Context: an optimization exercise on an open-source flow, tuned for small area, a short achievable clock period and few clock cycles per item. The choices shown serve that exercise and are no tape-out recipe.
At most, simulation tests tie the RTL to the original design; equivalence was not proved.
For run 2, only the layout was checked, not whether the RTL still works.

==> flow/design.v, too long to show whole: its modules and the start of the top module <==
// module arr_mult_fa: 10 lines
// module arr_mult_ha: 9 lines
// module arr_multiplier_pipe: 3438 lines
module arr_multiplier_pipe #(
  parameter int INPUT_BIT_SIZE = 32,
  parameter int STAGES         = 4
) (
  input  logic                          Clk,
  input  logic                          Reset,
  input  logic                          InValid,
  output logic                          InReady,
  input  logic [INPUT_BIT_SIZE-1:0]     InA,
  input  logic [INPUT_BIT_SIZE-1:0]     InB,
  input  logic                          Signed,
  output logic                          OutValid,
  input  logic                          OutReady,
  output logic [2*INPUT_BIT_SIZE-1:0]   Out
);
  // ...
==> flow/flow/run.sh <==
#!/bin/bash
# The standard layout, with two changes to how it is made:
#  - the input and output ports get sky130_fd_sc_hd__buf_2 buffers instead of the
#    buffer the resizer picks on its own (a slow delay cell);
#  - the resizer's timing repair aims for SETUP_SLACK_MARGIN ns of setup slack, so it
#    works on the paths that set the achieved period, not only on violations.
# The clock period, SDC and every other setting are the standard flow's.
set -euo pipefail
export SETUP_SLACK_MARGIN=${SETUP_SLACK_MARGIN_OVERRIDE:-18.0}
export BUFFER_PORTS_ARGS="-buffer_cell sky130_fd_sc_hd__buf_2"
bash standard.sh > standard.log 2>&1
==> flow/standard.sh <==
#!/bin/bash
# synth_recipe.tcl (not shown) runs the flow's synth.tcl, then flattens the netlist and writes it again
# the make line also repeats each setting of config.mk as NAME=value (left out here)
make -C /OpenROAD-flow-scripts/flow DESIGN_CONFIG=/design/flow/config.mk WORK_HOME=/design/flow/orfs CLKGATE_MAP_FILE= SYNTH_SCRIPT=/design/flow/synth_recipe.tcl "${@:-finish}"
==> flow/config.mk <==
export PLATFORM = sky130hd
export DESIGN_NAME = arr_multiplier_pipe
export DESIGN_NICKNAME = arr_multiplier_pipe
export VERILOG_FILES = /design/flow/design.v
export SDC_FILE = /design/flow/constraint.sdc
export NUM_CORES = 4
export LEC_CHECK = 0
export ABC_AREA = 1
export CAP_MARGIN = 5
export CORE_MARGIN = 2
export CORE_UTILIZATION = 40
export CTS_CLUSTER_DIAMETER = 100
export CTS_CLUSTER_SIZE = 25
export SLEW_MARGIN = 5
export SYNTH_HIERARCHICAL = 1
export SYNTH_MINIMUM_KEEP_SIZE = 0
==> flow/constraint.sdc <==
create_clock -name core_clock -period 24.0 [get_ports {Clk}]
set_input_delay 4.8000 -clock core_clock [delete_from_list [all_inputs] [get_ports {Clk}]]
set_output_delay 4.8000 -clock core_clock [all_outputs]
set_load 0.01 [all_outputs]
==> impl_results.md, run 1 <==
- CTS H-tree depth: 1
- Critical path type: reg2out
- DP Wirelength: 69700 µm
- Tightest Pin Transition: 0.9370 ns
- WL met3: 12580 µm
- Area share of the largest cell type after synthesis: 32.06%
- Status: finished clean
- Crit. path cell count: 1
- Buffers excl. clock: 206
- TAP cells: 1040
- GP Congestion: 0.9166
- # diodes: 0
- Core Util, Final: 43.22%
- Tcrit/Tclk final: 25.28%
- Fraction of area in multi-input gates: 64.28%
- Yosys cell types: 37
- Post-synth top cells: xor2_1 (517), fa_1 (501), o22ai_1 (499), nand2_1 (256), edfxtp_1 (227)
- Startpoint Class: flip-flop
- First-pass GRT wire length: 157200 µm
- # IOs: 135
- CTS buffer count: 18
- DRT Pass-1 Iters: 6
- IO Port Bufs: 134
- Max Cap Violations: 0
- Met2 wire len: 46450 µm
- Area taken by multi-input logic gates: 0.02152 mm²
- Post-Synth Adder-Cell Area: 35.66%
- Final Slew Violations: 0
- Initial antenna violation count: 0
- Multi-input combinational gate total: 2122
Testbench counts, summed over its fixed seeds: cycles 12,024, items 12,000.
==> run 2: changes to the inputs <==
--- a/flow/design.v
+++ b/flow/design.v
@@ -25,16 +25,24 @@
   input  logic i_a,
   input  logic i_b,
   output logic o_s,
   output logic o_c
 );
   assign o_s = i_a ^ i_b;
   assign o_c = i_a & i_b;
 endmodule
+module arr_mult_hold (
+  input  logic i_en,
+  input  logic i_d,
+  input  logic i_q,
+  output logic o_d
+);
+  assign o_d = i_en ? i_d : i_q;
+endmodule
 module arr_multiplier_pipe #(
   parameter int INPUT_BIT_SIZE = 32,
   parameter int STAGES         = 4
 ) (
   input  logic                          Clk,
   input  logic                          Reset,
   input  logic                          InValid,
   output logic                          InReady,
@@ -51,16 +59,22 @@
   logic        m_vl;
   logic [31:0] a;
   logic [31:0] b;
   logic        s;
   logic [63:0] prod, o_q;
   assign en      = !q_vl;
   assign o_en    = !o_vl || OutReady;
   assign InReady = !q_vl2;
+  logic [63:0] o_nxt;
+  logic [63:0] o_new;
+  assign o_new = q_vl ? q_q : prod;
+  for (genvar i = 0; i < 64; i++) begin : g_ohold
+    arr_mult_hold u_ohold (.i_en(o_en), .i_d(o_new[i]), .i_q(o_q[i]), .o_d(o_nxt[i]));
+  end
   always_ff @(posedge Clk or negedge Reset) begin
     if (!Reset) begin
       r_vl <= 1'b0;
       o_vl <= 1'b0;
       m_vl <= 1'b0;
       q_vl <= 1'b0;
       q_vl2 <= 1'b0;
     end else begin
@@ -75,17 +89,17 @@
   end
   always_ff @(posedge Clk) begin
     if (en) begin
       a <= InA;
       b <= InB;
       s <= Signed;
     end
     if (!q_vl) q_q <= prod;
-    if (o_en) o_q <= q_vl ? q_q : prod;
+    o_q <= o_nxt;
   end
   assign Out      = o_q;
   assign OutValid = o_vl;
   logic [32:0] a33;
   logic [33:0] b34;
   logic [15:0] bone, btwo, bneg;
   logic        b16;
   assign a33 = {s & a[31], a};
==> flow/config.mk (replaced) <==
export PLATFORM = sky130hd
export DESIGN_NAME = arr_multiplier_pipe
export DESIGN_NICKNAME = arr_multiplier_pipe
export VERILOG_FILES = /design/flow/design.v
export SDC_FILE = /design/flow/constraint.sdc
export NUM_CORES = 4
export LEC_CHECK = 0
export ABC_AREA = 1
export CAP_MARGIN = 20
export CORE_MARGIN = 2
export CORE_UTILIZATION = 40
export CTS_CLUSTER_DIAMETER = 100
export CTS_CLUSTER_SIZE = 25
export SLEW_MARGIN = 20
export SYNTH_HIERARCHICAL = 1
export SYNTH_MINIMUM_KEEP_SIZE = 0
==> run 2 against run 1 <==
  * Clock-buffer cell count stayed put
  * Hold slack worse by 0.0073 ns
  * Non-clock buffer count is 7 higher
  * Utilization is 0.26 points lower
  * Final area is 0.86% higher
  * Largest cell class unchanged
  * Highest routed layer is now met5
==> impl_results.md, run 2 <==
- Status: finished clean
- CTS buffer count: 16 (-2)
- Initial Utilization: 40.21%
- Final WL: 104900 µm
- Placement-stage cell area: 0.03315 mm²
- DRC Markers: 0
- Critical Path End Type: flip-flop
- Largest cells by area after synthesis: fa_1 (32%), edfxtp_1 (15%), xor2_1 (14%)
- Setup TNS: 0 ns
- Hold_ws: 0.4476 ns
- Clk slew on worst S/H paths: 0.10 ns
- Min-delay src: o_q[37]$_DFF_P_
- Area taken by multi-input logic gates: 0.02223 mm² (+3.3%)
- Max_slew headroom: 32.79%
- # IOs: 135 (unchanged)
- Worst Path Arrival: 6.24 ns
- Wirelength per Cell: 25.46 µm
- Most used DFF post-synth: edfxtp_1
- Fillers: 7579
- Vias: 24246
- Synth warnings: 7
- Layout net count: 3720
- Reg2reg path depth: 13
- Post-synth top cells: xor2_1 (517), fa_1 (501), o22ai_1 (499), nand2_1 (448), inv_1 (198)
- Synthesized Nets: 3762
- Largest registers: o_q: 64 flops, q_q: 64 flops
- Cell Chain, Critical Path: buf_4, nor2_1, nor2_1, inv_2, o22ai_1, xor2_1, fa_1, fa_1, fa_1, fa_1, fa_1, fa_1, fa_1
- Max Cap Violations: 0 (unchanged)
- Fmax: 168.1 MHz
- Critical path required time: 24.29 ns
- Clock tree sinks: 296
- DRT Pass-1 Iters: 5 (-1)
- Full die area: 0.08128 mm²
- Largest net degree at the start of global routing: 77
- Tightest Pin Transition: 1.008 ns (+0.07098 ns)
- Area Growth Syn to Fin: 6.852%
- Final Slew Violations: 0 (unchanged)
- CTS max path bufs: 3
- IO Port Bufs: 134 (unchanged)
- CTS tree: done
- Minimum clock period: 5.950 ns
- Post-route ant nets: 0
- Async set-reset flop share out of synthesis: 1.689%
- Chip height: 285.1 µm
- Post-synth EDFFs: 163
- # hold bufs at CTS: 0
- Most common cell in the netlist: xor2_1
- Die X: 285.1 µm
- RSZ-0062 raised after global routing: true
- Crit path top cell by count: fa_1
- Total track usage: 25.63%
- Grt total ovfl: 0
- Hold Path Depth: 2
- Layout cells sized above 1: 9.870%
- Mean Syn Cell Area: 10.19 µm²
- Reg area: 0.007586 mm²
- Most common cell after layout, fill and taps aside: xor2_1
- Via/cell ratio: 5.884
- Critical path type: reg2reg
- Initial antenna violation count: 2 (+2)
- Synth Cell Area: 0.03161 mm²
- Vias in the first global route: 25108
- Final setup viols: 0
- Row count: 103
- Yosys cell types: 37 (unchanged)
- Commonest cells after routing, fill and taps aside: xor2_1 (517), fa_1 (501), o22ai_1 (499), nand2_1 (447), inv_1 (187)
- DP Wirelength: 68920 µm (-1.1%)
- Seq/Total Area, Yosys: 23.99%
- Tcrit/Tclk final: 24.79% (-0.49 points)
- Fin Clk Skew: 0.04921 ns
- Startpoint Class: flip-flop
- Critical path's largest stage delay: 0.56 ns
- Final instance area: 0.03377 mm²
- Core Util, Final: 42.96% (-0.26 points)
- CTS H-tree depth: 1 (unchanged)
- Core area: 0.07861 mm²
- Seq cells post-synth: 296
- Initial DRC count: 2689
- Hold worst-path end: o_q[37]$_DFF_P_
- FF-to-FF setup slack: 18.05 ns
- Slowest CP cell: inv_2
- Cells after Synth: 3102
- Yosys top cell by area: fa_1
- Clk latency of the worst-skew pair: 0.58 ns
- Clock tree root driver cell: clkbuf_16
- Critical-path maximum fanout: 37
- GP Congestion: 0.9144 (-0.24%)
- First-pass GRT wire length: 158600 µm (+0.92%)
- Area share of the largest cell type after synthesis: 31.73% (-0.32 points)
- Final Hold Viols: 0
- FF-to-FF Start: b[3]$_DFFE_PN_
- Hold Crit Class: reg2reg
- Reg-to-Reg End: m_y37$_DFFE_PN_
run 2: layer usage:
metal / global-route usage (%) / part of all wire, % / vias to the layer above / wire [µm]
li1: - / - / 10267 / -
met1: 33.20 / 39 / 11897 / 40450
met2: 38.33 / 43 / 1675 / 44980
met3: 7.520 / 12 / 405 / 12800
met4: 14.58 / 6.3 / 2 / 6659
met5: 0 / 0.012 / - / 13
run 2: cell type report:
type                       count  area share (%)
antenna                        1        0.007409
clock buffer                  24           1.308
clock inverter                 4          0.1408
inverter                     220           2.512
multi-input combinational   2313           65.82
sequential                   296           22.46
tap                         1050           3.890
timing repair buffer         213           3.857
run 2: modules after synthesis (local to each module, per instance):
| module | cells inside | flip-flops and latches | times used | cell area [µm²] |
|---|---|---|---|---|
| arr_multiplier_pipe | 2336 | 296 | 1 | 20560 |
| arr_mult_ha | 1 | 0 | 17 | 12.51 |
| arr_mult_hold | 4 | 0 | 64 | 15.01 |
| arr_mult_fa | 1 | 0 | 493 | 20.02 |
run 2: timing repair:
item / in CTS / in global routing
setup endpoints to repair: 3 / 61
buffers inserted: 1 / 6
gates cloned: 2 / 1
gates resized for setup: 0 / 18
pin swaps: 4 / 3
run 2: worst max-delay path: cells and delay by family, from the launching register on:
kind / cells / cell delay, ns
buf+inv: 2 / 0.89
compound gates: 1 / 0.18
flops: 1 / 0.36
fa+ha+maj: 7 / 3.32
xor+xnor: 1 / 0.19
simple gates: 2 / 0.68
run 2: logic make-up after synthesis:
logic type	share of synthesized area (%)
flops	23.99
simple gates	6.931
buf+inv	6.318
compound gates	12.39
xor+xnor	15.07
fa+ha+maj	35.29
run 2: metrics by stage:
step,instances,setup WS [ns]
2_1_floorplan,3102,18.19
3_3_place_gp,4081,17.53
3_5_place_dp,4082,17.48
4_1_cts,4113,18.01
5_1_grt,4121,17.98
6_report,4121,18.05
run 2: worst max path at each step:
stage | endpoint | start | slack, ns
CTS | m_y37$_DFFE_PN_ | b[9]$_DFFE_PN_ | 18.01
detailed placement | o_q[61]$_DFF_P_ | OutReady | 17.48
floorplan | o_q[0]$_DFF_P_ | OutReady | 18.19
global route | m_y32$_DFFE_PN_ | b[23]$_DFFE_PN_ | 17.98
finish | m_y37$_DFFE_PN_ | b[3]$_DFFE_PN_ | 18.05
global placement | o_q[61]$_DFF_P_ | OutReady | 17.53

-- port drivers added, routing unchanged --
Ports are ideal in the flow. The routed layouts listed here were re-timed in OpenROAD. Step 1 (the two cells are an assumption about what drives the block):
set clk [get_ports {Clk}]
set_driving_cell -lib_cell sky130_fd_sc_hd__clkbuf_16 $clk
set_driving_cell -lib_cell sky130_fd_sc_hd__buf_2 [delete_from_list [all_inputs] $clk]
Step 2 also shifts input and output timing later by t, the mid clock arrival at the registers, as if the neighbouring blocks saw the same clock. Three values: ideal ports, drivers, drivers and shift; two values: the first two.
run | shift t [ns] | setup slack, ns | worst hold slack (ns) | latest minus earliest clock arrival (ns) | worst register clock-pin slew, ns
run 1 | 0.633 | 17.932 / 17.863 / 17.669 | 0.455 / 0.455 / 0.455 | 0.026 / 0.026 | 0.10 / 0.10
run 2 | 0.613 | 18.050 / 18.010 / 17.680 | 0.448 / 0.448 / 0.448 | 0.050 / 0.050 | 0.10 / 0.10
After both steps every run listed still meets setup and hold. For run 2, which loses most, drivers alone change the setup slack by -0.040 ns; drivers and shift together by -0.370 ns.
